This is an optimization exercise on Yosys and OpenROAD, whose aim is small area, a short achievable clock period and few clock cycles per item, not a production implementation.
Where RTL was checked, it was by simulation tests only, not by an equivalence proof against the original.
Function not checked in run 6: the RTL went through the layout flow alone.
Power is estimated from default activity; no workload was simulated.

<file path="design/flow/flow/run.sh">
#!/bin/bash
# The standard layout, with two changes to the resizer's choices: port buffers
# are sky130_fd_sc_hd__buf_4 cells (the default choice may be a delay cell), and
# gate sizing may swap a cell for one of another footprint.
set -euo pipefail
bash standard.sh MATCH_CELL_FOOTPRINT=0 \
    "BUFFER_PORTS_ARGS=-buffer_cell sky130_fd_sc_hd__buf_4" \
    finish > flow_make.log 2>&1
</file>
<file path="design/flow/design.v">
`timescale 1ns / 1ps
package lcas_pkg;
    localparam int unsigned CFG_W = 10;
    typedef enum logic [1:0] {
        CFG_COLS = 2'd0,
        CFG_ROWS = 2'd1
    } t_cfg_idx;
    localparam int unsigned QUEUE_DEPTH = 6;
    localparam int unsigned QPTR_W      = $clog2(QUEUE_DEPTH);
    localparam int unsigned QCNT_W      = $clog2(QUEUE_DEPTH + 1);
    localparam logic [3:0] BIRTH_COUNT   = 4'd3;
    localparam logic [3:0] SURVIVE_COUNT = 4'd2;
    localparam int unsigned SEGS = 9;
    function automatic int unsigned seg_len(input int unsigned k);
        seg_len = (k == SEGS - 1) ? 251 : (1 << k) + 1;
    endfunction
endpackage
`timescale 1ns / 1ps
module lcas_ram (
    input  logic                      i_clk,
    input  logic                      i_en,
    input  logic [lcas_pkg::SEGS-1:0] i_sel,
    input  logic                      i_short,
    input  logic                      i_data,
    output logic                      o_data
);
    logic [lcas_pkg::SEGS:0] seg_in;
    assign seg_in[0] = i_data;
    for (genvar k = 0; k < lcas_pkg::SEGS; k++) begin : g_seg
        localparam int unsigned LEN = lcas_pkg::seg_len(k);
        logic [LEN-1:0] r_sh;
        always_ff @(posedge i_clk) begin
            if (i_en) begin
                r_sh[0] <= seg_in[k];
                for (int i = 1; i < LEN - 1; i++) begin
                    r_sh[i] <= r_sh[i-1];
                end
                r_sh[LEN-1] <= i_sel[k] ? r_sh[LEN-2] : seg_in[k];
            end
        end
        assign seg_in[k+1] = r_sh[LEN-1];
    end
    assign o_data = i_short ? seg_in[3] : seg_in[lcas_pkg::SEGS];
endmodule
`timescale 1ns / 1ps
module lcas_front (
    input  logic                      i_clk,
    input  logic                      i_rst_n,
    input  logic                      i_restart,
    input  logic [lcas_pkg::SEGS-1:0] i_sel,
    input  logic                      i_short,
    input  logic [9:0]                i_cols,
    input  logic [9:0]                i_rows,
    input  logic                      i_valid,
    input  logic                      i_alive,
    output logic                      o_push,
    output logic [1:0]                o_res
);
    logic [9:0] r_col_left;
    logic [9:0] r_row_left;
    logic       r_col_ge1;
    logic       r_col_ge2;
    logic       r_row_ge1;
    logic       r_row_ge2;
    logic       r_reload;
    logic       mid;
    logic       top;
    logic       col_end;
    logic       row_end;
    logic       push;
    logic [5:0] r_win;
    logic [8:0] cells;
    logic [3:0] cnt_a;
    logic [3:0] cnt_b;
    logic       eq2;
    logic       eq3;
    lcas_ram u_lane_a (
        .i_clk  (i_clk),
        .i_en   (i_valid),
        .i_sel  (i_sel),
        .i_short(i_short),
        .i_data (i_alive),
        .o_data (mid)
    );
    lcas_ram u_lane_b (
        .i_clk  (i_clk),
        .i_en   (i_valid),
        .i_sel  (i_sel),
        .i_short(i_short),
        .i_data (mid),
        .o_data (top)
    );
    assign col_end = &r_col_left;
    assign row_end = &r_row_left;
    always_ff @(posedge i_clk) begin
        r_reload <= !i_rst_n || i_restart;
    end
    always_ff @(posedge i_clk) begin
        if (r_reload) begin
            r_col_left <= i_cols;
            r_row_left <= i_rows;
            r_col_ge1  <= 1'b0;
            r_col_ge2  <= 1'b0;
            r_row_ge1  <= 1'b0;
            r_row_ge2  <= 1'b0;
        end else if (i_valid) begin
            if (col_end) begin
                r_col_left <= i_cols;
                r_col_ge1  <= 1'b0;
                r_col_ge2  <= 1'b0;
                if (row_end) begin
                    r_row_left <= i_rows;
                    r_row_ge1  <= 1'b0;
                    r_row_ge2  <= 1'b0;
                end else begin
                    r_row_left <= r_row_left - 10'd1;
                    r_row_ge1  <= 1'b1;
                    r_row_ge2  <= r_row_ge1;
                end
            end else begin
                r_col_left <= r_col_left - 10'd1;
                r_col_ge1  <= 1'b1;
                r_col_ge2  <= r_col_ge1;
            end
        end
    end
    assign push = i_valid && r_row_ge2 && r_col_ge2;
    always_ff @(posedge i_clk) begin
        if (i_valid) begin
            r_win <= {i_alive, mid, top, r_win[5:3]};
        end
    end
    assign cells = {i_alive, mid, top, r_win};
    function automatic logic [3:0] count4(input logic [3:0] x);
        logic [2:0] p;
        logic [2:0] q;
        p = {x[0] & x[1], x[0] ^ x[1], ~(x[0] | x[1])};
        q = {x[2] & x[3], x[2] ^ x[3], ~(x[2] | x[3])};
        count4[0] = p[0] & q[0];
        count4[1] = (p[0] & q[1]) | (p[1] & q[0]);
        count4[2] = (p[0] & q[2]) | (p[1] & q[1]) | (p[2] & q[0]);
        count4[3] = (p[1] & q[2]) | (p[2] & q[1]);
    endfunction
    assign cnt_a = count4(cells[3:0]);
    assign cnt_b = count4(cells[8:5]);
    assign eq3   = (cnt_a[0] & cnt_b[3]) | (cnt_a[1] & cnt_b[2]) |
                   (cnt_a[2] & cnt_b[1]) | (cnt_a[3] & cnt_b[0]);
    assign eq2   = (cnt_a[0] & cnt_b[2]) | (cnt_a[1] & cnt_b[1]) | (cnt_a[2] & cnt_b[0]);
    assign o_push = push;
    assign o_res  = {eq3 | (cells[4] & eq2), row_end && col_end};
endmodule
`timescale 1ns / 1ps
module lcas_queue (
    input  logic                          i_clk,
    input  logic                          i_rst_n,
    input  logic                          i_push,
    input  logic [1:0]                    i_data,
    input  logic                          i_pop,
    output logic [1:0]                    o_data,
    output logic                          o_empty,
    output logic [lcas_pkg::QCNT_W-1:0]   o_count
);
    logic [1:0]                  r_slot [6];
    logic [2:0]                  r_wr_pos;
    logic [2:0]                  r_rd_pos;
    logic [5:0]                  wr_sel;
    logic [5:0]                  rd_sel;
    logic [lcas_pkg::QCNT_W-1:0] r_count;
    logic [lcas_pkg::QCNT_W-1:0] n_count;
    function automatic logic [5:0] johnson_decode(input logic [2:0] j);
        johnson_decode[0] = !j[2] && !j[0];
        johnson_decode[1] = !j[1] &&  j[0];
        johnson_decode[2] = !j[2] &&  j[1];
        johnson_decode[3] =  j[2] &&  j[0];
        johnson_decode[4] =  j[1] && !j[0];
        johnson_decode[5] =  j[2] && !j[1];
    endfunction
    assign wr_sel = johnson_decode(r_wr_pos);
    assign rd_sel = johnson_decode(r_rd_pos);
    always_ff @(posedge i_clk) begin
        for (int i = 0; i < 6; i++) begin
            if (i_push && wr_sel[i]) begin
                r_slot[i] <= i_data;
            end
        end
    end
    always_comb begin
        n_count = r_count;
        if (i_push && !i_pop) begin
            n_count = r_count + lcas_pkg::QCNT_W'(1);
        end else if (!i_push && i_pop) begin
            n_count = r_count - lcas_pkg::QCNT_W'(1);
        end
    end
    always_ff @(posedge i_clk) begin
        if (!i_rst_n) begin
            r_wr_pos <= '0;
            r_rd_pos <= '0;
            r_count  <= '0;
        end else begin
            if (i_push) begin
                r_wr_pos <= {r_wr_pos[1:0], !r_wr_pos[2]};
            end
            if (i_pop) begin
                r_rd_pos <= {r_rd_pos[1:0], !r_rd_pos[2]};
            end
            r_count <= n_count;
        end
    end
    always_comb begin
        o_data = '0;
        for (int i = 0; i < 6; i++) begin
            o_data = o_data | ({2{rd_sel[i]}} & r_slot[i]);
        end
    end
    assign o_empty = (r_count == '0);
    assign o_count = r_count;
endmodule
`timescale 1ns / 1ps
module lcas_back (
    input  logic       i_clk,
    input  logic       i_rst_n,
    input  logic       i_empty,
    input  logic [1:0] i_res,
    output logic       o_pop,
    output logic       o_res_valid,
    input  logic       i_res_stall,
    output logic       o_next_alive,
    output logic       o_tile_last
);
    logic r_valid;
    logic r_next_alive;
    logic r_tile_last;
    logic load;
    assign load  = !r_valid || !i_res_stall;
    assign o_pop = load && !i_empty;
    always_ff @(posedge i_clk) begin
        if (!i_rst_n) begin
            r_valid <= 1'b0;
        end else if (load) begin
            r_valid <= !i_empty;
        end
    end
    always_ff @(posedge i_clk) begin
        if (!i_rst_n) begin
            r_next_alive <= 1'b0;
            r_tile_last  <= 1'b0;
        end else if (o_pop) begin
            r_next_alive <= i_res[1];
            r_tile_last  <= i_res[0];
        end
    end
    assign o_res_valid  = r_valid;
    assign o_next_alive = r_next_alive;
    assign o_tile_last  = r_tile_last;
endmodule
`timescale 1ns / 1ps
module life_cell_automaton_stencil #(
    parameter int unsigned COLS_LIMIT = 512,
    parameter int unsigned MAX_ROWS   = 512
) (
    input  logic                       i_clk,
    input  logic                       i_rst_n,
    input  logic                       i_cfg_we,
    input  logic [1:0]                 i_cfg_index,
    input  logic [lcas_pkg::CFG_W-1:0] i_cfg_data,
    input  logic                       i_cell_valid,
    output logic                       o_cell_stall,
    input  logic                       i_cell_alive,
    output logic                       o_res_valid,
    input  logic                       i_res_stall,
    output logic                       o_next_alive,
    output logic                       o_tile_last
);
    logic [9:0]                  cfg_eff;
    logic                        wr_cols;
    logic                        wr_rows;
    logic [9:0]                  r_cols;
    logic [9:0]                  r_rows;
    logic                        short_len;
    logic                        long_len;
    logic [7:0]                  cols_m1;
    logic [7:0]                  cols_m7;
    logic [lcas_pkg::SEGS-1:0]   r_sel;
    logic                        r_short;
    logic                        restart;
    logic                        accept;
    logic                        r_valid;
    logic                        r_alive;
    logic                        r_stall;
    logic                        push;
    logic                        pop;
    logic [1:0]                  push_res;
    logic [1:0]                  head_res;
    logic                        q_empty;
    logic [lcas_pkg::QCNT_W-1:0] q_count;
    logic [31:0]                 q_base;
    logic                        stall_eq;
    logic                        stall_up;
    logic                        stall_dn;
    assign cfg_eff = (i_cfg_data == '0) ? 10'd1 :
                     (i_cfg_data > 10'(COLS_LIMIT)) ? 10'(COLS_LIMIT) : i_cfg_data;
    assign wr_cols = i_cfg_we && (i_cfg_index == lcas_pkg::CFG_COLS);
    assign wr_rows = i_cfg_we && (i_cfg_index == lcas_pkg::CFG_ROWS);
    assign restart = wr_cols || wr_rows;
    always_ff @(posedge i_clk) begin
        if (!i_rst_n) begin
            r_cols <= 10'd320;
            r_rows <= 10'd320;
        end else begin
            if (wr_cols) begin
                r_cols <= cfg_eff;
            end
            if (wr_rows) begin
                r_rows <= cfg_eff;
            end
        end
    end
    assign short_len = (r_cols <= 10'd8);
    assign long_len  = (r_cols >= 10'd263);
    assign cols_m1   = r_cols[7:0] - 8'd1;
    assign cols_m7   = r_cols[7:0] - 8'd7;
    always_ff @(posedge i_clk) begin
        r_short <= short_len;
        r_sel   <= {long_len, (short_len || long_len) ? cols_m1 : cols_m7};
    end
    assign accept       = i_cell_valid && !r_stall;
    assign o_cell_stall = r_stall;
    assign q_base   = 32'(q_count) + 32'(push);
    assign stall_eq = q_base >= 32'(lcas_pkg::QUEUE_DEPTH);
    assign stall_up = q_base >= 32'(lcas_pkg::QUEUE_DEPTH - 1);
    assign stall_dn = q_base >= 32'(lcas_pkg::QUEUE_DEPTH + 1);
    always_ff @(posedge i_clk) begin
        if (!i_rst_n) begin
            r_valid <= 1'b0;
            r_stall <= 1'b0;
        end else begin
            r_valid <= accept;
            if (pop) begin
                r_stall <= accept ? stall_eq : stall_dn;
            end else begin
                r_stall <= accept ? stall_up : stall_eq;
            end
        end
        r_alive <= i_cell_alive;
    end
    lcas_front u_front (
        .i_clk     (i_clk),
        .i_rst_n   (i_rst_n),
        .i_restart (restart),
        .i_sel     (r_sel),
        .i_short   (r_short),
        .i_cols    (r_cols),
        .i_rows    (r_rows),
        .i_valid   (r_valid),
        .i_alive   (r_alive),
        .o_push    (push),
        .o_res     (push_res)
    );
    lcas_queue u_queue (
        .i_clk       (i_clk),
        .i_rst_n     (i_rst_n),
        .i_push      (push),
        .i_data      (push_res),
        .i_pop       (pop),
        .o_data      (head_res),
        .o_empty     (q_empty),
        .o_count     (q_count)
    );
    lcas_back u_back (
        .i_clk       (i_clk),
        .i_rst_n     (i_rst_n),
        .i_empty     (q_empty),
        .i_res       (head_res),
        .o_pop       (pop),
        .o_res_valid (o_res_valid),
        .i_res_stall (i_res_stall),
        .o_next_alive(o_next_alive),
        .o_tile_last (o_tile_last)
    );
endmodule
</file>
<file path="design/flow/config.mk">
export PLATFORM = sky130hd
export DESIGN_NAME = life_cell_automaton_stencil
export DESIGN_NICKNAME = life_cell_automaton_stencil
export VERILOG_FILES = /design/flow/design.v
export SDC_FILE = /design/flow/constraint.sdc
export NUM_CORES = 4
export LEC_CHECK = 0
export ABC_AREA = 1
export ABC_CLOCK_PERIOD_IN_PS = 2400
export CAP_MARGIN = 20
export CORE_MARGIN = 2
export CORE_UTILIZATION = 65
export CTS_CLUSTER_DIAMETER = 65
export CTS_CLUSTER_SIZE = 28
export SETUP_SLACK_MARGIN = 4.1
export SLEW_MARGIN = 20
</file>
<file path="design/flow/standard.sh">
#!/bin/bash
# synth_recipe.tcl (not shown) runs the flow's synth.tcl, then flattens the netlist and writes it again
# the make line also repeats each setting of config.mk as NAME=value (left out here)
make -C /OpenROAD-flow-scripts/flow DESIGN_CONFIG=/design/flow/config.mk WORK_HOME=/design/flow/orfs CLKGATE_MAP_FILE= SYNTH_SCRIPT=/design/flow/synth_recipe.tcl "${@:-finish}"
</file>
<file path="design/flow/constraint.sdc">
create_clock -name core_clock -period 6.5 [get_ports {i_clk}]
set_input_delay 1.3000 -clock core_clock [delete_from_list [all_inputs] [get_ports {i_clk}]]
set_output_delay 1.3000 -clock core_clock [all_outputs]
set_load 0.01 [all_outputs]
</file>
==> results.cfg, run 1 <==
[setup_path]
critPathRequiredTime_ns = 5.20
critPathArrivalTime_ns = 1.06
critPathMaxStageDelay_ns = 0.33
path_buf_inv = 1
criticalPathCategory = reg -> out
start_kind = register
crit_family = flip-flops
cp_max_fo = 2
path_cells = buf_6
worst_path_max_delay_cell = dfxtp_2
cp-end-kind = output pin

[synthesis]
avgSynthCellArea_sq_um = 22.6
syn_inst = 1558
synth-async-reset-ratio = 0
synth.distinct_cells = 37
synth_edf_count = 1064
synth_fp_nets = 1595
yosys_warnings = 6
synth_common_cells = edfxtp_1 (1064), nand2_1 (125), inv_1 (58)
synth_ff_type = edfxtp_1
yosysMostFrequentCell = edfxtp_1
synth.area.top_cells = edfxtp_1 (91%), dfxtp_1 (2.8%), nand2_1 (1.3%)
synth_area_sq_mm = 0.0353
synth-seq-area-share = 0.934
synth_top_area_cell = edfxtp_1
synth.top_cell.area_share = 0.906
ys_ff_latch = 1114

[finish]
multi_input_comb_area_sq_mm = 0.00205
drive_gt1_frac = 0.0896
fillCellCount = 3141
diodes = 0
fin_nets = 1671
areaGrowthSynthToFinish_pct = 8.02
ff_latch_area_sq_mm = 0.0330

[clocking]
cts_buffers = 52
post_cts_buffers = 0
clock-root-buffer = clkbuf_16
cts.sinks = 1114
cts_hold_buf = 0
clk_pin_slew_ns = 0.09
cts_buffer_depth = 3
clk_latency_ns = 0.62
cts_tree = built
h-tree-depth = 2

[routing]
drtIter0Drc = 1011
via_count = 12800
avgRoutedWirePerCell_um = 17.5
drc_errors = 0
ant_nets = 0
via_per_inst = 5.41
detail_route.first_pass.iterations = 4
wirelength_mm = 41.3

[die]
std_cell_rows = 85
die_x_um = 237
core_area_sq_mm = 0.0537
die-area_sq_mm = 0.0561
die_h_um = 237
ioPinCount = 22
start_util = 0.657

[global_routing]
grt_use_total = 0.149
grt_pass1_wl_mm = 65.5
first_global_vias = 12200
grt.overflow.total = 0
antenna_found_initial = 0
grt_max_degree = 224

[sta]
slew_viol_final = 0
skew_ns = 0.0133
fmax_mhz = 424
grt_setup_unrepaired = true
final.setup.worst_slack_ns = 4.14
setup_viol = 0
fin_crit_ns = 2.36
hold_viol = 0
period_share = 0.363
max-slew-margin-rel = 0.343
hold_slack_ns = 0.414
worst_pin_slew_ns = 0.986

[power]
power.leakage_nw = 10.5
power_density_mw_per_mm2 = 326
peakVddDrop_mv = 0.260

[min_path]
worstHoldPathType = reg -> reg

[placement]
numPortBuffers = 21
place_congestion = 0.774
place_ws_ns = 3.62
dpl.hpwl_mm = 19.9

[flow_run]
maxCapViolations = 0

[outcome]
outcome = no timing/DRC/antenna violations
layer usage:
| layer | vias to the layer above | track usage | share of wire |
|---|---|---|---|
| met5 | - | 0 | 0 |
| li1 | 6083 | - | - |
| met1 | 6474 | 0.256 | 0.53 |
| met2 | 141 | 0.196 | 0.41 |
| met3 | 75 | 0.0249 | 0.033 |
| met4 | 0 | 0.0533 | 0.028 |
report_power, final:
group | internal [mW] | total [mW] | switching (mW)
Clock | 1.63 | 3.71 | 2.08
Combinational | 0.149 | 0.505 | 0.356
Sequential | 8.11 | 8.22 | 0.109
through the flow:
stage	cell area, sq um	utilization	TNS, ns	instances	power [mW]
floorplan	35300	-	-1464.60	1558	8.83
global placement	36400	0.677	0	2274	8.85
finish	38100	0.709	0	2359	12.4
CTS	38100	0.709	0	2358	12.6
detailed placement	36400	0.677	0	2274	8.88
global route	38100	0.709	0	2359	12.9
repair_timing:
action / in CTS / in global routing
endpoints found under the setup margin: 519 / 386
gates resized for setup: 11 / 5
pin swaps: 0 / 0
gates cloned: 1 / 1
registers in the layout (all words and copies together) (netlist names), 3 cells and up:
register                     cells
u_queue.r_wr_pos                 3
r_sel                            9
r_rows                          10
r_cols                          10
u_front.u_lane_a.g_seg.r_sh    514
u_queue.r_slot                  12
u_queue.r_count                  3
u_front.r_row_left              10
u_front.u_lane_b.g_seg.r_sh    514
u_front.r_win                    4
u_queue.r_rd_pos                 3
u_front.r_col_left              10
cells by family after synthesis:
kind of cell,count (synthesis),synth area share
AOI/OAI and AO/OA,94,0.0143
xor gates and xnor gates,12,0.00298
adders and majority gates,19,0.00717
buffers and inverters,68,0.00819
DFF,1114,0.934
muxes,14,0.00447
and+or+nand+nor,237,0.0288
worst paths after layout:
kind                                                               startpoint                                       endpoint  slack (ns)  cells past startpoint
worst min register to register  u_front.u_lane_a.g_seg[8].r_sh[233]$_DFFE_PP_  u_front.u_lane_a.g_seg[8].r_sh[234]$_DFFE_PP_        0.41                      0
worst min-delay path            u_front.u_lane_a.g_seg[8].r_sh[233]$_DFFE_PP_  u_front.u_lane_a.g_seg[8].r_sh[234]$_DFFE_PP_        0.41                      0
worst max register to register                             r_valid$_SDFF_PN0_   u_front.u_lane_b.g_seg[8].r_sh[66]$_DFFE_PP_        4.26                      2
worst max-delay path                         u_back.r_next_alive$_SDFFE_PN0P_                                   o_next_alive        4.14                      1
layout make-up:
class	instances	area share
Clock inverter	28	0.00808
Clock buffer	55	0.0350
Sequential cell	1114	0.865
Inverter	60	0.00591
Timing Repair Buffer	30	0.00933
Tap cell	696	0.0229
Multi-Input combinational cell	376	0.0538
layout by cell type (no fill, tap or decap), types with 18 or more instances in the layout:
cell type,n
edfxtp_1,1064
nand2_1,123
inv_1,58
clkbuf_16,55
nor2_1,49
dfxtp_1,45
a21oi_1,42
o21ai_0,42
nand3_1,37
buf_4,18
Testbench counts, summed over its fixed seeds: cycles 105,305, items 93,099.
==> run 2, diff against run 1 <==
--- a/design/flow/config.mk
+++ b/design/flow/config.mk
@@ -9,8 +9,8 @@
 export ABC_CLOCK_PERIOD_IN_PS = 2400
 export CAP_MARGIN = 20
 export CORE_MARGIN = 2
-export CORE_UTILIZATION = 65
-export CTS_CLUSTER_DIAMETER = 65
-export CTS_CLUSTER_SIZE = 28
+export CORE_UTILIZATION = 75
+export CTS_CLUSTER_DIAMETER = 50
+export CTS_CLUSTER_SIZE = 24
 export SETUP_SLACK_MARGIN = 4.1
 export SLEW_MARGIN = 20
==> run 2 against run 1 <==
- the run now fails in clock tree synthesis
- synthesized area unchanged
- synthesized cell count unchanged
==> results.cfg, run 2 <==
[synthesis]
synth_fp_nets = 1595
synth.distinct_cells = 37
yosysMostFrequentCell = edfxtp_1
synth_ff_type = edfxtp_1
synth_area_sq_mm = 0.0353
syn_inst = 1558
synth_top_area_cell = edfxtp_1
synth.area.top_cells = edfxtp_1 (91%), dfxtp_1 (2.8%), nand2_1 (1.3%)
synthXorXnorAreaFrac = 0.00298
synth_top_family_by_area = simple AND/OR/NAND/NOR gates
synth_adder_area_share = 0.00717
synth_common_cells = edfxtp_1 (1064), nand2_1 (125), inv_1 (58)
synth-seq-area-share = 0.934
avgSynthCellArea_sq_um = 22.6
ys_ff_latch = 1114
synth_edf_count = 1064
synth_mux_area_frac = 0.00447
synth.top_cell.area_share = 0.906
synth-async-reset-ratio = 0
synth-compound-area-share = 0.0143
yosys_warnings = 6
yosys.area_share.simple = 0.0288

[clocking]
clock-root-buffer = clkbuf_16
post_cts_buffers = 2
h-tree-depth = 2
cts_hold_buf = 0
cts.sinks = 1114
cts_buffers = 61
cts_buffer_depth = 3
post_cts_resized = 22

[placement]
dpl.hpwl_mm = 22.4
numPortBuffers = 21
place_inst = 2186
place_congestion = 0.805

[die]
std_cell_rows = 79
start_util = 0.759
die_h_um = 221
ioPinCount = 22
die_x_um = 221

[outcome]
outcome = aborted with a tool error
first-error = [ERROR DPL-0033] detailed placement checks failed during check placement.
haltStage = clock tree synthesis
==> run 2: worst max path at each step <==
stage | from | to | slack (ns) | cells after the start
after detailed placement | r_valid$_SDFF_PN0_ | u_front.u_lane_a.g_seg[8].r_sh[228]$_DFFE_PP_ | 3.38 | 2
after global placement | r_valid$_SDFF_PN0_ | u_front.u_lane_a.g_seg[8].r_sh[122]$_DFFE_PP_ | 3.49 | 2
after floorplan | r_valid$_SDFF_PN0_ | u_queue.r_count[2]$_SDFFE_PN0P_ | -3.13 | 10
==> run 2: kinds of logic after synthesis <==
kind of cell / count (synthesis)
compound gates: 94
xor+xnor: 12
simple gates: 237
fa+ha+maj: 19
buf+inv: 68
mux: 14
flops: 1114
==> run 2: power by group through the flow <==
stage / Clock (mW) / Sequential, mW / Combinational, mW
2_1_floorplan: 0 / 8.59 / 0.232
3_3_place_gp: 0 / 8.38 / 0.462
3_5_place_dp: 0 / 8.39 / 0.492
==> run 2: stage by stage <==
step	hold WS (ns)	util	setup WS [ns]	instance area, sq um	power [mW]
detailed placement	0.405	0.780	3.38	36200	8.88
global placement	0.401	0.780	3.49	36200	8.84
floorplan	0.400	-	-3.13	35300	8.83
==> run 3, diff against run 2 <==
--- a/design/flow/config.mk
+++ b/design/flow/config.mk
@@ -9,8 +9,8 @@
 export ABC_CLOCK_PERIOD_IN_PS = 2400
 export CAP_MARGIN = 20
 export CORE_MARGIN = 2
-export CORE_UTILIZATION = 75
-export CTS_CLUSTER_DIAMETER = 50
-export CTS_CLUSTER_SIZE = 24
+export CORE_UTILIZATION = 80
+export CTS_CLUSTER_DIAMETER = 45
+export CTS_CLUSTER_SIZE = 22
 export SETUP_SLACK_MARGIN = 4.1
 export SLEW_MARGIN = 20
==> run 3 against run 2 <==
- synthesized cell count unchanged
- the run fails in detailed placement
- synthesized area unchanged
==> results.cfg, run 3 <==
[synthesis]
synthXorXnorAreaFrac = 0.00298
yosys_warnings = 6
synth-seq-area-share = 0.934
synth_edf_count = 1064
synth_ff_type = edfxtp_1
synth-compound-area-share = 0.0143
synth_top_family_by_area = simple AND/OR/NAND/NOR gates
avgSynthCellArea_sq_um = 22.6
synth_mux_area_frac = 0.00447
synth_area_sq_mm = 0.0353
yosys.area_share.simple = 0.0288
synth.top_cell.area_share = 0.906
synth_fp_nets = 1595
syn_inst = 1558
synth.area.top_cells = edfxtp_1 (91%), dfxtp_1 (2.8%), nand2_1 (1.3%)
synth-async-reset-ratio = 0
synth_adder_area_share = 0.00717
synth_common_cells = edfxtp_1 (1064), nand2_1 (125), inv_1 (58)
yosysMostFrequentCell = edfxtp_1
ys_ff_latch = 1114
synth_top_area_cell = edfxtp_1
synth.distinct_cells = 37

[die]
start_util = 0.815
die_h_um = 214
std_cell_rows = 76
ioPinCount = 22
die_x_um = 214

[outcome]
first-error = [ERROR DPL-0033] detailed placement checks failed during check placement.
outcome = aborted with a tool error
haltStage = detailed placement

[placement]
place_congestion = 0.829
numPortBuffers = 21
dpl.hpwl_mm = 29.5
## run 3: cell counts after synthesis
Identical to the previous run, type by type.
## run 3: cell families after synthesis
group / count (synthesis)
AND/OR/NAND/NOR: 237
AO/OA/AOI/OAI: 94
multiplexers: 14
buffers and inverters: 68
XOR/XNOR: 12
flip-flops: 1114
adder cells (fa/ha/maj): 19
## run 3: power groups by stage
stage	clock network, mW	registers (mW)	logic (mW)
after global placement	0	8.38	0.462
after floorplan	0	8.59	0.232
## run 3: through the flow
stage | setup TNS, ns | cells | hold slack [ns] | setup slack [ns] | power [mW]
after floorplan | -1464.60 | 1558 | 0.400 | -3.13 | 8.83
after global placement | 0 | 2162 | 0.401 | 3.67 | 8.84
## run 3: how the worst max path moves through the flow
| stage | end | slack [ns] | start | cells after the start |
|---|---|---|---|---|
| after floorplan | u_queue.r_count[2]$_SDFFE_PN0P_ | -3.13 | r_valid$_SDFF_PN0_ | 10 |
| after global placement | u_queue.r_count[2]$_SDFFE_PN0P_ | 3.67 | i_res_stall | 11 |
==> run 4, diff against run 3 <==
==> design/flow/flow/run.sh (replaced) <==
#!/bin/bash
# The standard layout, with three changes: port buffers are
# sky130_fd_sc_hd__buf_4 cells (the default choice may be a delay cell), gate
# sizing may swap a cell for one of another footprint, and clock tree
# synthesis balances buffer levels.
set -euo pipefail
bash standard.sh MATCH_CELL_FOOTPRINT=0 \
    "BUFFER_PORTS_ARGS=-buffer_cell sky130_fd_sc_hd__buf_4" \
    "CTS_ARGS=-sink_clustering_enable -repair_clock_nets -sink_clustering_size 28 -sink_clustering_max_diameter 65 -balance_levels" \
    finish > flow_make.log 2>&1
--- a/design/flow/config.mk
+++ b/design/flow/config.mk
@@ -9,8 +9,8 @@
 export ABC_CLOCK_PERIOD_IN_PS = 2400
 export CAP_MARGIN = 20
 export CORE_MARGIN = 2
-export CORE_UTILIZATION = 80
-export CTS_CLUSTER_DIAMETER = 45
-export CTS_CLUSTER_SIZE = 22
+export CORE_UTILIZATION = 65
+export CTS_CLUSTER_DIAMETER = 65
+export CTS_CLUSTER_SIZE = 28
 export SETUP_SLACK_MARGIN = 4.1
 export SLEW_MARGIN = 20
==> run 4 against run 3 <==
- the run now finishes clean
- synthesized cell count unchanged
- synthesized area unchanged
==> results.cfg, run 4 <==
[outcome]
outcome = no timing/DRC/antenna violations

[synthesis]
synth_fp_nets = 1595
synth_common_cells = edfxtp_1 (1064), nand2_1 (125), inv_1 (58)
syn_inst = 1558
synth-seq-area-share = 0.934
avgSynthCellArea_sq_um = 22.6
synth.top_cell.area_share = 0.906
synth-async-reset-ratio = 0
synth_ff_type = edfxtp_1
synth_edf_count = 1064
synth_area_sq_mm = 0.0353
ys_ff_latch = 1114
yosys_warnings = 6
synth_top_area_cell = edfxtp_1
synth.area.top_cells = edfxtp_1 (91%), dfxtp_1 (2.8%), nand2_1 (1.3%)
synth.distinct_cells = 37
yosysMostFrequentCell = edfxtp_1

[routing]
drtIter0Drc = 1011
ant_nets = 0
via_per_inst = 5.41
wirelength_mm = 41.3
avgRoutedWirePerCell_um = 17.5
detail_route.first_pass.iterations = 4
drc_errors = 0
via_count = 12800

[die]
core_area_sq_mm = 0.0537
die_h_um = 237
die-area_sq_mm = 0.0561
std_cell_rows = 85
die_x_um = 237
ioPinCount = 22
start_util = 0.657

[clocking]
post_cts_buffers = 0
clk_pin_slew_ns = 0.09
clk_latency_ns = 0.62
cts_tree = built
cts_buffer_depth = 3
cts_buffers = 52
clock-root-buffer = clkbuf_16
cts_hold_buf = 0
h-tree-depth = 2
cts.sinks = 1114

[setup_path]
path_buf_inv = 1
cp_max_fo = 2
path_cells = buf_6
worst_path_max_delay_cell = dfxtp_2
critPathRequiredTime_ns = 5.20
critPathMaxStageDelay_ns = 0.33
cp-end-kind = output pin
critPathArrivalTime_ns = 1.06
crit_family = flip-flops
start_kind = register
criticalPathCategory = reg -> out

[sta]
hold_slack_ns = 0.414
skew_ns = 0.0133
period_share = 0.363
fin_setup_tns_ns = 0
worst_pin_slew_ns = 0.986
max-slew-margin-rel = 0.343
slew_viol_final = 0
grt_setup_unrepaired = true
setup_viol = 0
fin_crit_ns = 2.36
fmax_mhz = 424
hold_viol = 0

[min_path]
worstHoldPathType = reg -> reg

[finish]
final_cells = 2359
final_common_cell = edfxtp_1
fin_nets = 1671
top_regs = u_front.u_lane_a.g_seg.r_sh: 514 flops, u_front.u_lane_b.g_seg.r_sh: 514 flops, u_queue.r_slot: 12 flops
layout_common_cells = edfxtp_1 (1064), nand2_1 (123), inv_1 (58)
drive_gt1_frac = 0.0896
diodes = 0
fillCellCount = 3141
areaGrowthSynthToFinish_pct = 8.02

[global_routing]
first_global_vias = 12200
grt_max_degree = 224
grt.overflow.total = 0
antenna_found_initial = 0
grt_use_total = 0.149
grt_pass1_wl_mm = 65.5

[power]
peakVddDrop_mv = 0.260
power_density_mw_per_mm2 = 326
power.leakage_nw = 10.5

[placement]
place_inst = 2274
numPortBuffers = 21
place_congestion = 0.774
dpl.hpwl_mm = 19.9

[flow_run]
maxCapViolations = 0
run 4: cell counts after synthesis:
No cell type changed its count.
run 4: repair_timing:
item / CTS / global route
gates resized for setup: 11 / 5
endpoints found under the setup margin: 519 / 386
cloned: 1 / 1
run 4: worst paths after layout:
path	start	to	slack [ns]	depth (start not counted)
max	u_back.r_next_alive$_SDFFE_PN0P_	o_next_alive	4.14	1
min	u_front.u_lane_a.g_seg[8].r_sh[233]$_DFFE_PP_	u_front.u_lane_a.g_seg[8].r_sh[234]$_DFFE_PP_	0.41	0
max reg2reg	r_valid$_SDFF_PN0_	u_front.u_lane_b.g_seg[8].r_sh[66]$_DFFE_PP_	4.26	2
min reg2reg	u_front.u_lane_a.g_seg[8].r_sh[233]$_DFFE_PP_	u_front.u_lane_a.g_seg[8].r_sh[234]$_DFFE_PP_	0.41	0
run 4: cell families after synthesis:
| logic type | after synthesis | share of synthesized area |
|---|---|---|
| flip-flops | 1114 | 0.934 |
| AND/OR/NAND/NOR | 237 | 0.0288 |
| AO/OA/AOI/OAI | 94 | 0.0143 |
| buffers and inverters | 68 | 0.00819 |
| adder cells (fa/ha/maj) | 19 | 0.00717 |
| multiplexers | 14 | 0.00447 |
| XOR/XNOR | 12 | 0.00298 |
run 4: routing by layer:
metal  track usage  up-vias  wire, um
met1         0.256     6474     22000
met2         0.196      141     16800
met4        0.0533        0      1140
met3        0.0249       75      1340
met5             0        -         0
li1              -     6083         -
run 4: final cells by class:
| class | instances | area, sq um | share of cell area |
|---|---|---|---|
| Clock inverter | 28 | 308 | 0.00808 |
| Inverter | 60 | 225 | 0.00591 |
| Tap cell | 696 | 871 | 0.0229 |
| Sequential cell | 1114 | 33000 | 0.865 |
| Clock buffer | 55 | 1330 | 0.0350 |
| Multi-Input combinational cell | 376 | 2050 | 0.0538 |
| Timing Repair Buffer | 30 | 355 | 0.00933 |
run 4: report_power, final:
| group | internal, mW | total (mW) | switching [mW] | leakage, nW |
|---|---|---|---|---|
| logic | 0.149 | 0.505 | 0.356 | 1.36 |
| clock network | 1.63 | 3.71 | 2.08 | 0.798 |
| registers | 8.11 | 8.22 | 0.109 | 8.38 |
| total | 9.88 | 12.4 | 2.54 | 10.5 |
run 4: per-stage QoR:
step           power [mW]   util  setup slack (ns)  cell area, sq um
3_5_place_dp         8.88  0.677              3.62             36400
3_3_place_gp         8.85  0.677              3.64             36400
4_1_cts              12.6  0.709              4.10             38100
6_report             12.4  0.709              4.14             38100
5_1_grt              12.9  0.709              4.09             38100
2_1_floorplan        8.83      -             -3.13             35300
==> run 5, diff against run 4 <==
==> design/flow/flow/run.sh (replaced) <==
#!/bin/bash
# The standard layout, with three changes: port buffers are
# sky130_fd_sc_hd__buf_4 cells (the default choice may be a delay cell), gate
# sizing may swap a cell for one of another footprint, and clock tree
# synthesis clusters sinks without insertion delay.
set -euo pipefail
bash standard.sh MATCH_CELL_FOOTPRINT=0 \
    "BUFFER_PORTS_ARGS=-buffer_cell sky130_fd_sc_hd__buf_4" \
    "CTS_ARGS=-sink_clustering_enable -repair_clock_nets -sink_clustering_size 28 -sink_clustering_max_diameter 65 -no_insertion_delay" \
    finish > flow_make.log 2>&1
==> run 5 against run 4 <==
- still clean on timing, DRC and antenna
- synthesized area unchanged
- critical path depth unchanged
- register-to-register slack about the same
- via count unchanged
- sequential share of layout area unchanged
- core utilization unchanged
- total power unchanged
- critical endpoint unchanged
- largest cell class unchanged
- highest routed layer unchanged
==> results.cfg, run 5 <==
[global_routing]
grt_max_degree = 224
antenna_found_initial = 0
first_global_vias = 12200
grt.overflow.total = 0
grt_pass1_wl_mm = 65.5
grt_use_total = 0.149

[placement]
place_inst = 2274
numPortBuffers = 21
place_ws_ns = 3.62
dpl.hpwl_mm = 19.9
place_congestion = 0.774
place_area_sq_mm = 0.0364

[synthesis]
synth_edf_count = 1064
synth_fp_nets = 1595
synth.distinct_cells = 37
synth.area.top_cells = edfxtp_1 (91%), dfxtp_1 (2.8%), nand2_1 (1.3%)
ys_ff_latch = 1114
synth_ff_type = edfxtp_1
synth_area_sq_mm = 0.0353
yosysMostFrequentCell = edfxtp_1
avgSynthCellArea_sq_um = 22.6
syn_inst = 1558
yosys_warnings = 6
synth.top_cell.area_share = 0.906
synth-async-reset-ratio = 0
synth_common_cells = edfxtp_1 (1064), nand2_1 (125), inv_1 (58)
synth-seq-area-share = 0.934
synth_top_area_cell = edfxtp_1

[setup_path]
crit_family = flip-flops
start_kind = register
cp_max_fo = 2
critPathRequiredTime_ns = 5.20
path_cells = buf_6
cp-end-kind = output pin
criticalPathCategory = reg -> out
path_buf_inv = 1
critPathArrivalTime_ns = 1.06
critPathMaxStageDelay_ns = 0.33
worst_path_max_delay_cell = dfxtp_2

[clocking]
cts_tree = built
cts_hold_buf = 0
cts.sinks = 1114
cts_buffers = 52
cts_buffer_depth = 3
h-tree-depth = 2
clk_pin_slew_ns = 0.09
clock-root-buffer = clkbuf_16
clk_latency_ns = 0.62

[finish]
final_cells = 2359
fillCellCount = 3141
multi_input_comb_area_sq_mm = 0.00205
final_cell_area_sq_mm = 0.0381
top_regs = u_front.u_lane_a.g_seg.r_sh: 514 flops, u_front.u_lane_b.g_seg.r_sh: 514 flops, u_queue.r_slot: 12 flops
areaGrowthSynthToFinish_pct = 8.02
final_common_cell = edfxtp_1
diodes = 0
layout_common_cells = edfxtp_1 (1064), nand2_1 (123), inv_1 (58)
fin_nets = 1671
ff_latch_area_sq_mm = 0.0330
drive_gt1_frac = 0.0896

[routing]
detail_route.first_pass.iterations = 4
ant_nets = 0
via_count = 12800
drtIter0Drc = 1011
drc_errors = 0
via_per_inst = 5.41
wirelength_mm = 41.3
avgRoutedWirePerCell_um = 17.5

[die]
start_util = 0.657
core_area_sq_mm = 0.0537
std_cell_rows = 85
ioPinCount = 22
die-area_sq_mm = 0.0561
die_h_um = 237
die_x_um = 237

[sta]
setup_viol = 0
final.setup.worst_slack_ns = 4.14
max-slew-margin-rel = 0.343
hold_viol = 0
grt_setup_unrepaired = true
fmax_mhz = 424
slew_viol_final = 0
worst_pin_slew_ns = 0.986
hold_slack_ns = 0.414
fin_setup_tns_ns = 0
period_share = 0.363
skew_ns = 0.0133
fin_crit_ns = 2.36

[outcome]
outcome = no timing/DRC/antenna violations

[power]
peakVddDrop_mv = 0.260
power.leakage_nw = 10.5
power_density_mw_per_mm2 = 326

[min_path]
worstHoldPathType = reg -> reg

[flow_run]
maxCapViolations = 0
-- run 5: cells by family after synthesis --
kind of cell / share of synthesized area
multiplexers: 0.00447
buffers and inverters: 0.00819
XOR/XNOR: 0.00298
AND/OR/NAND/NOR: 0.0288
adder cells (fa/ha/maj): 0.00717
flip-flops: 0.934
AO/OA/AOI/OAI: 0.0143
-- run 5: final timing paths --
check | start | to | slack (ns) | depth (start not counted)
setup reg to reg | r_valid$_SDFF_PN0_ | u_front.u_lane_b.g_seg[8].r_sh[66]$_DFFE_PP_ | 4.26 | 2
setup / recovery | u_back.r_next_alive$_SDFFE_PN0P_ | o_next_alive | 4.14 | 1
hold reg to reg | u_front.u_lane_a.g_seg[8].r_sh[233]$_DFFE_PP_ | u_front.u_lane_a.g_seg[8].r_sh[234]$_DFFE_PP_ | 0.41 | 0
hold / removal | u_front.u_lane_a.g_seg[8].r_sh[233]$_DFFE_PP_ | u_front.u_lane_a.g_seg[8].r_sh[234]$_DFFE_PP_ | 0.41 | 0
-- run 5: per-layer routing --
| metal | vias up | GRT usage | routed length [um] |
|---|---|---|---|
| li1 | 6083 | - | - |
| met1 | 6474 | 0.256 | 22000 |
| met2 | 141 | 0.196 | 16800 |
| met3 | 75 | 0.0249 | 1340 |
| met4 | 0 | 0.0533 | 1140 |
| met5 | - | 0 | 0 |
-- run 5: what timing repair did --
item / CTS / global route
resized for setup: 11 / 5
endpoints found under the setup margin: 519 / 386
cloned: 1 / 1
setup buffers: 0 / 0
-- run 5: final cells by class --
cell class,instances,share of cell area
Timing Repair Buffer,30,0.00933
Sequential cell,1114,0.865
Inverter,60,0.00591
Multi-Input combinational cell,376,0.0538
Clock inverter,28,0.00808
Clock buffer,55,0.0350
Tap cell,696,0.0229
-- run 5: metrics by stage --
step	utilization	total power [mW]
after global placement	0.677	8.85
after CTS	0.709	12.6
after floorplan	-	8.83
final	0.709	12.4
after detailed placement	0.677	8.88
after global routing	0.709	12.9
-- run 5: report_power, final --
| group | internal (mW) | switching [mW] | total [mW] |
|---|---|---|---|
| combinational | 0.149 | 0.356 | 0.505 |
| clock | 1.63 | 2.08 | 3.71 |
| sequential | 8.11 | 0.109 | 8.22 |
| total | 9.88 | 2.54 | 12.4 |
==> run 6, diff against run 5 <==
--- a/design/flow/design.v
+++ b/design/flow/design.v
@@ -49,8 +49,8 @@
     input  logic                      i_restart,
     input  logic [lcas_pkg::SEGS-1:0] i_sel,
     input  logic                      i_short,
-    input  logic [9:0]                i_cols,
-    input  logic [9:0]                i_rows,
+    input  logic [8:0]                i_cols_m1,
+    input  logic [8:0]                i_rows_m1,
     input  logic                      i_valid,
     input  logic                      i_alive,
     output logic                      o_push,
@@ -90,26 +90,26 @@
         .i_data (mid),
         .o_data (top)
     );
-    assign col_end = &r_col_left;
-    assign row_end = &r_row_left;
+    assign col_end = (r_col_left == 10'h3fe);
+    assign row_end = (r_row_left == 10'h3fe);
     always_ff @(posedge i_clk) begin
         r_reload <= !i_rst_n || i_restart;
     end
     always_ff @(posedge i_clk) begin
         if (r_reload) begin
-            r_col_left <= i_cols;
-            r_row_left <= i_rows;
+            r_col_left <= {1'b0, i_cols_m1};
+            r_row_left <= {1'b0, i_rows_m1};
             r_col_ge1  <= 1'b0;
             r_col_ge2  <= 1'b0;
             r_row_ge1  <= 1'b0;
             r_row_ge2  <= 1'b0;
         end else if (i_valid) begin
             if (col_end) begin
-                r_col_left <= i_cols;
+                r_col_left <= {1'b0, i_cols_m1};
                 r_col_ge1  <= 1'b0;
                 r_col_ge2  <= 1'b0;
                 if (row_end) begin
-                    r_row_left <= i_rows;
+                    r_row_left <= {1'b0, i_rows_m1};
                     r_row_ge1  <= 1'b0;
                     r_row_ge2  <= 1'b0;
                 end else begin
@@ -272,14 +272,13 @@
     output logic                       o_next_alive,
     output logic                       o_tile_last
 );
-    logic [9:0]                  cfg_eff;
+    logic [8:0]                  cfg_m1;
     logic                        wr_cols;
     logic                        wr_rows;
-    logic [9:0]                  r_cols;
-    logic [9:0]                  r_rows;
+    logic [8:0]                  r_cols_m1;
+    logic [8:0]                  r_rows_m1;
     logic                        short_len;
     logic                        long_len;
-    logic [7:0]                  cols_m1;
     logic [7:0]                  cols_m7;
     logic [lcas_pkg::SEGS-1:0]   r_sel;
     logic                        r_short;
@@ -298,31 +297,30 @@
     logic                        stall_eq;
     logic                        stall_up;
     logic                        stall_dn;
-    assign cfg_eff = (i_cfg_data == '0) ? 10'd1 :
-                     (i_cfg_data > 10'(COLS_LIMIT)) ? 10'(COLS_LIMIT) : i_cfg_data;
+    assign cfg_m1 = (i_cfg_data == '0) ? 9'd0 :
+                    (i_cfg_data > 10'(COLS_LIMIT)) ? 9'(COLS_LIMIT - 1) : 9'(i_cfg_data - 10'd1);
     assign wr_cols = i_cfg_we && (i_cfg_index == lcas_pkg::CFG_COLS);
     assign wr_rows = i_cfg_we && (i_cfg_index == lcas_pkg::CFG_ROWS);
     assign restart = wr_cols || wr_rows;
     always_ff @(posedge i_clk) begin
         if (!i_rst_n) begin
-            r_cols <= 10'd320;
-            r_rows <= 10'd320;
+            r_cols_m1 <= 9'd319;
+            r_rows_m1 <= 9'd319;
         end else begin
             if (wr_cols) begin
-                r_cols <= cfg_eff;
+                r_cols_m1 <= cfg_m1;
             end
             if (wr_rows) begin
-                r_rows <= cfg_eff;
+                r_rows_m1 <= cfg_m1;
             end
         end
     end
-    assign short_len = (r_cols <= 10'd8);
-    assign long_len  = (r_cols >= 10'd263);
-    assign cols_m1   = r_cols[7:0] - 8'd1;
-    assign cols_m7   = r_cols[7:0] - 8'd7;
+    assign short_len = (r_cols_m1 <= 9'd7);
+    assign long_len  = (r_cols_m1 >= 9'd262);
+    assign cols_m7   = r_cols_m1[7:0] - 8'd6;
     always_ff @(posedge i_clk) begin
         r_short <= short_len;
-        r_sel   <= {long_len, (short_len || long_len) ? cols_m1 : cols_m7};
+        r_sel   <= {long_len, (short_len || long_len) ? r_cols_m1[7:0] : cols_m7};
     end
     assign accept       = i_cell_valid && !r_stall;
     assign o_cell_stall = r_stall;
@@ -350,8 +348,8 @@
         .i_restart (restart),
         .i_sel     (r_sel),
         .i_short   (r_short),
-        .i_cols    (r_cols),
-        .i_rows    (r_rows),
+        .i_cols_m1 (r_cols_m1),
+        .i_rows_m1 (r_rows_m1),
         .i_valid   (r_valid),
         .i_alive   (r_alive),
         .o_push    (push),
==> design/flow/flow/run.sh (replaced) <==
#!/bin/bash
# The standard layout, with two changes to the resizer's choices: port buffers
# are sky130_fd_sc_hd__buf_4 cells (the default choice may be a delay cell), and
# gate sizing may swap a cell for one of another footprint.
set -euo pipefail
bash standard.sh MATCH_CELL_FOOTPRINT=0 \
    "BUFFER_PORTS_ARGS=-buffer_cell sky130_fd_sc_hd__buf_4" \
    finish > flow_make.log 2>&1
==> run 6 against run 5 <==
- clock power up 5.9%
- setup slack worse by 0.039 ns
- routed wire length up 2.9%
- synthesized cell count up 3.6%
- first-iteration DRC count up 13%
- critical path type unchanged
- critical endpoint is now o_cell_stall
- largest cell class unchanged
- highest routed layer unchanged
==> results.cfg, run 6 <==
[setup_path]
criticalPathCategory = reg -> out
path_cells = buf_6
path_buf_inv = 1
r2r-end = u_front.u_lane_a.g_seg[8].r_sh[201]$_DFFE_PP_
critPathMaxStageDelay_ns = 0.37
critPathRequiredTime_ns = 5.20
cp_max_fo = 2
r2r_setup_slack_ns = 4.19
start_kind = register
crit_family = flip-flops
critPathArrivalTime_ns = 1.09
r2r-start = r_valid$_SDFF_PN0_
cp-end-kind = output pin
worst_path_max_delay_cell = dfxtp_2
r2r_cells = 2

[clocking]
clk_pin_slew_ns = 0.09
clk_latency_ns = 0.62
clock-root-buffer = clkbuf_16
cts_tree = built
cts.sinks = 1112
cts_buffers = 52
cts_buffer_depth = 3
cts_hold_buf = 0
h-tree-depth = 2

[routing]
ant_nets = 0
drtIter0Drc = 1147
drc_errors = 0
via_per_inst = 5.42
detail_route.first_pass.iterations = 5
via_count = 13100
wirelength_mm = 42.5
avgRoutedWirePerCell_um = 17.5

[finish]
areaGrowthSynthToFinish_pct = 8.80
ff_latch_area_sq_mm = 0.0329
multi_input_comb_area_sq_mm = 0.00225
layout_common_cells = edfxtp_1 (1062), nand2_1 (161), inv_1 (73)
fillCellCount = 3165
final_cells = 2427
fin_util = 0.715
top_regs = u_front.u_lane_a.g_seg.r_sh: 514 flops, u_front.u_lane_b.g_seg.r_sh: 514 flops, u_queue.r_slot: 12 flops
drive_gt1_frac = 0.0999
fin_nets = 1732
final_cell_area_sq_mm = 0.0386
final_common_cell = edfxtp_1
diodes = 0

[die]
std_cell_rows = 85
ioPinCount = 22
core_area_sq_mm = 0.0539
die_h_um = 238
die-area_sq_mm = 0.0564
die_x_um = 238
start_util = 0.657

[synthesis]
yosysMostFrequentCell = edfxtp_1
syn_inst = 1614
synth_ff_type = edfxtp_1
yosys_warnings = 6
ys_ff_latch = 1112
synth_top_area_cell = edfxtp_1
synth_area_sq_mm = 0.0354
synth_fp_nets = 1650
avgSynthCellArea_sq_um = 22.0
synth_common_cells = edfxtp_1 (1062), nand2_1 (163), inv_1 (76)
synth-async-reset-ratio = 0
synth.area.top_cells = edfxtp_1 (90%), dfxtp_1 (2.8%), nand2_1 (1.7%)
synth_edf_count = 1062
synth.distinct_cells = 43
synth.top_cell.area_share = 0.900
synth-seq-area-share = 0.928

[placement]
numPortBuffers = 21
place_inst = 2332
place_congestion = 0.799
place_ws_ns = 3.43
dpl.hpwl_mm = 20.6
place_area_sq_mm = 0.0366

[sta]
worst_pin_slew_ns = 0.790
slew_viol_final = 0
period_share = 0.368
skew_ns = 0.0265
fmax_mhz = 418
grt_setup_unrepaired = true
fin_setup_tns_ns = 0
fin_crit_ns = 2.39
max-slew-margin-rel = 0.473
final.setup.worst_slack_ns = 4.11
hold_viol = 0
setup_viol = 0
hold_slack_ns = 0.412

[global_routing]
first_global_vias = 12500
grt_max_degree = 158
grt.overflow.total = 0
grt_pass1_wl_mm = 66.9
antenna_found_initial = 0
grt_use_total = 0.152

[min_path]
hold_start = u_front.u_lane_a.g_seg[7].r_sh[121]$_DFFE_PP_
worstHoldPathType = reg -> reg
worst_hold_path.endpoint = u_front.u_lane_a.g_seg[7].r_sh[122]$_DFFE_PP_
whs_path_depth = 0

[power]
power.leakage_nw = 10.8
peakVddDrop_mv = 0.243
power_mw = 12.6
power_density_mw_per_mm2 = 327

[flow_run]
maxCapViolations = 0

[outcome]
outcome = no timing/DRC/antenna violations
run 6: cell types whose count changed after synthesis, sizes merged, moves of 3 or more:
cell	change
nand4	+8
nor3	+6
nor2	-11
a21oi	-9
inv	+21
o21ai	-6
xnor2	-3
and3	-6
nand2	+41
xor2	+7
run 6: routing by layer:
metal	wire length, um	vias up	track usage
met5	0	-	0
met4	1120	0	0.0526
met3	1430	66	0.0239
met2	17600	173	0.206
met1	22400	6655	0.256
li1	-	6249	-
run 6: worst max-delay path by stage:
stage	cells after the start	end	slack (ns)	from
detailed placement	2	u_front.u_lane_b.g_seg[8].r_sh[155]$_DFFE_PP_	3.43	r_valid$_SDFF_PN0_
CTS	1	o_cell_stall	4.06	r_stall$_SDFF_PN0_
global route	1	o_cell_stall	4.05	r_stall$_SDFF_PN0_
finish	1	o_cell_stall	4.11	r_stall$_SDFF_PN0_
global placement	2	u_front.u_lane_b.g_seg[8].r_sh[158]$_DFFE_PP_	3.51	r_valid$_SDFF_PN0_
floorplan	7	u_queue.r_count[1]$_SDFFE_PN0P_	-3.13	r_valid$_SDFF_PN0_
run 6: area by class of cell:
| class | instances | area share |
|---|---|---|
| tap | 696 | 0.0226 |
| clock buffer | 59 | 0.0350 |
| multi-input combinational | 412 | 0.0585 |
| sequential | 1112 | 0.853 |
| inverter | 82 | 0.00818 |
| timing repair buffer | 36 | 0.0115 |
| clock inverter | 30 | 0.0112 |
run 6: repair_timing:
action	in CTS	in global routing
setup buffers	4	0
endpoints found under the setup margin	541	184
gates cloned	2	0
gates resized for setup	13	2
run 6: cell families (layout without fill, tap and decap cells):
logic type	after synthesis	after routing	share of synthesized area
AND/OR/NAND/NOR	282	282	0.0346
XOR/XNOR	16	16	0.00395
buffers and inverters	90	207	0.00999
multiplexers	14	14	0.00445
adder cells (fa/ha/maj)	18	18	0.00656
flip-flops	1112	1112	0.928
AO/OA/AOI/OAI	82	82	0.0126
run 6: where the power goes:
group | internal, mW | switching [mW]
combinational | 0.152 | 0.348
clock | 1.84 | 2.09
sequential | 8.07 | 0.107
total | 10.1 | 2.54

static timing again, ports no longer ideal:
How much do the figures lean on ideal ports? The routed layouts below were timed once more, with nothing changed but the port constraints. Step 1 sets driving cells, clkbuf_16 on the clock port and buf_2 on the other inputs (assumed; they add their load-dependent delay and slew). Step 2 times the ports against the registers' clock, not the clock port: input delays grow and output delays shrink by t, the midpoint of the rising clock arrivals with the driver on. Slacks: ideal ports / drivers / drivers and shift; pairs: ideal ports / drivers.
run	t, ns	slack for setup (ns)	worst data-port slew with drivers (ns)
run 1	0.671	4.144 / 4.087 / 3.707	0.04
run 4	0.671	4.144 / 4.087 / 3.707	0.04
run 5	0.671	4.144 / 4.087 / 3.707	0.04
run 6	0.673	4.105 / 4.044 / 3.760	0.04
After both steps every run listed still meets setup and hold.
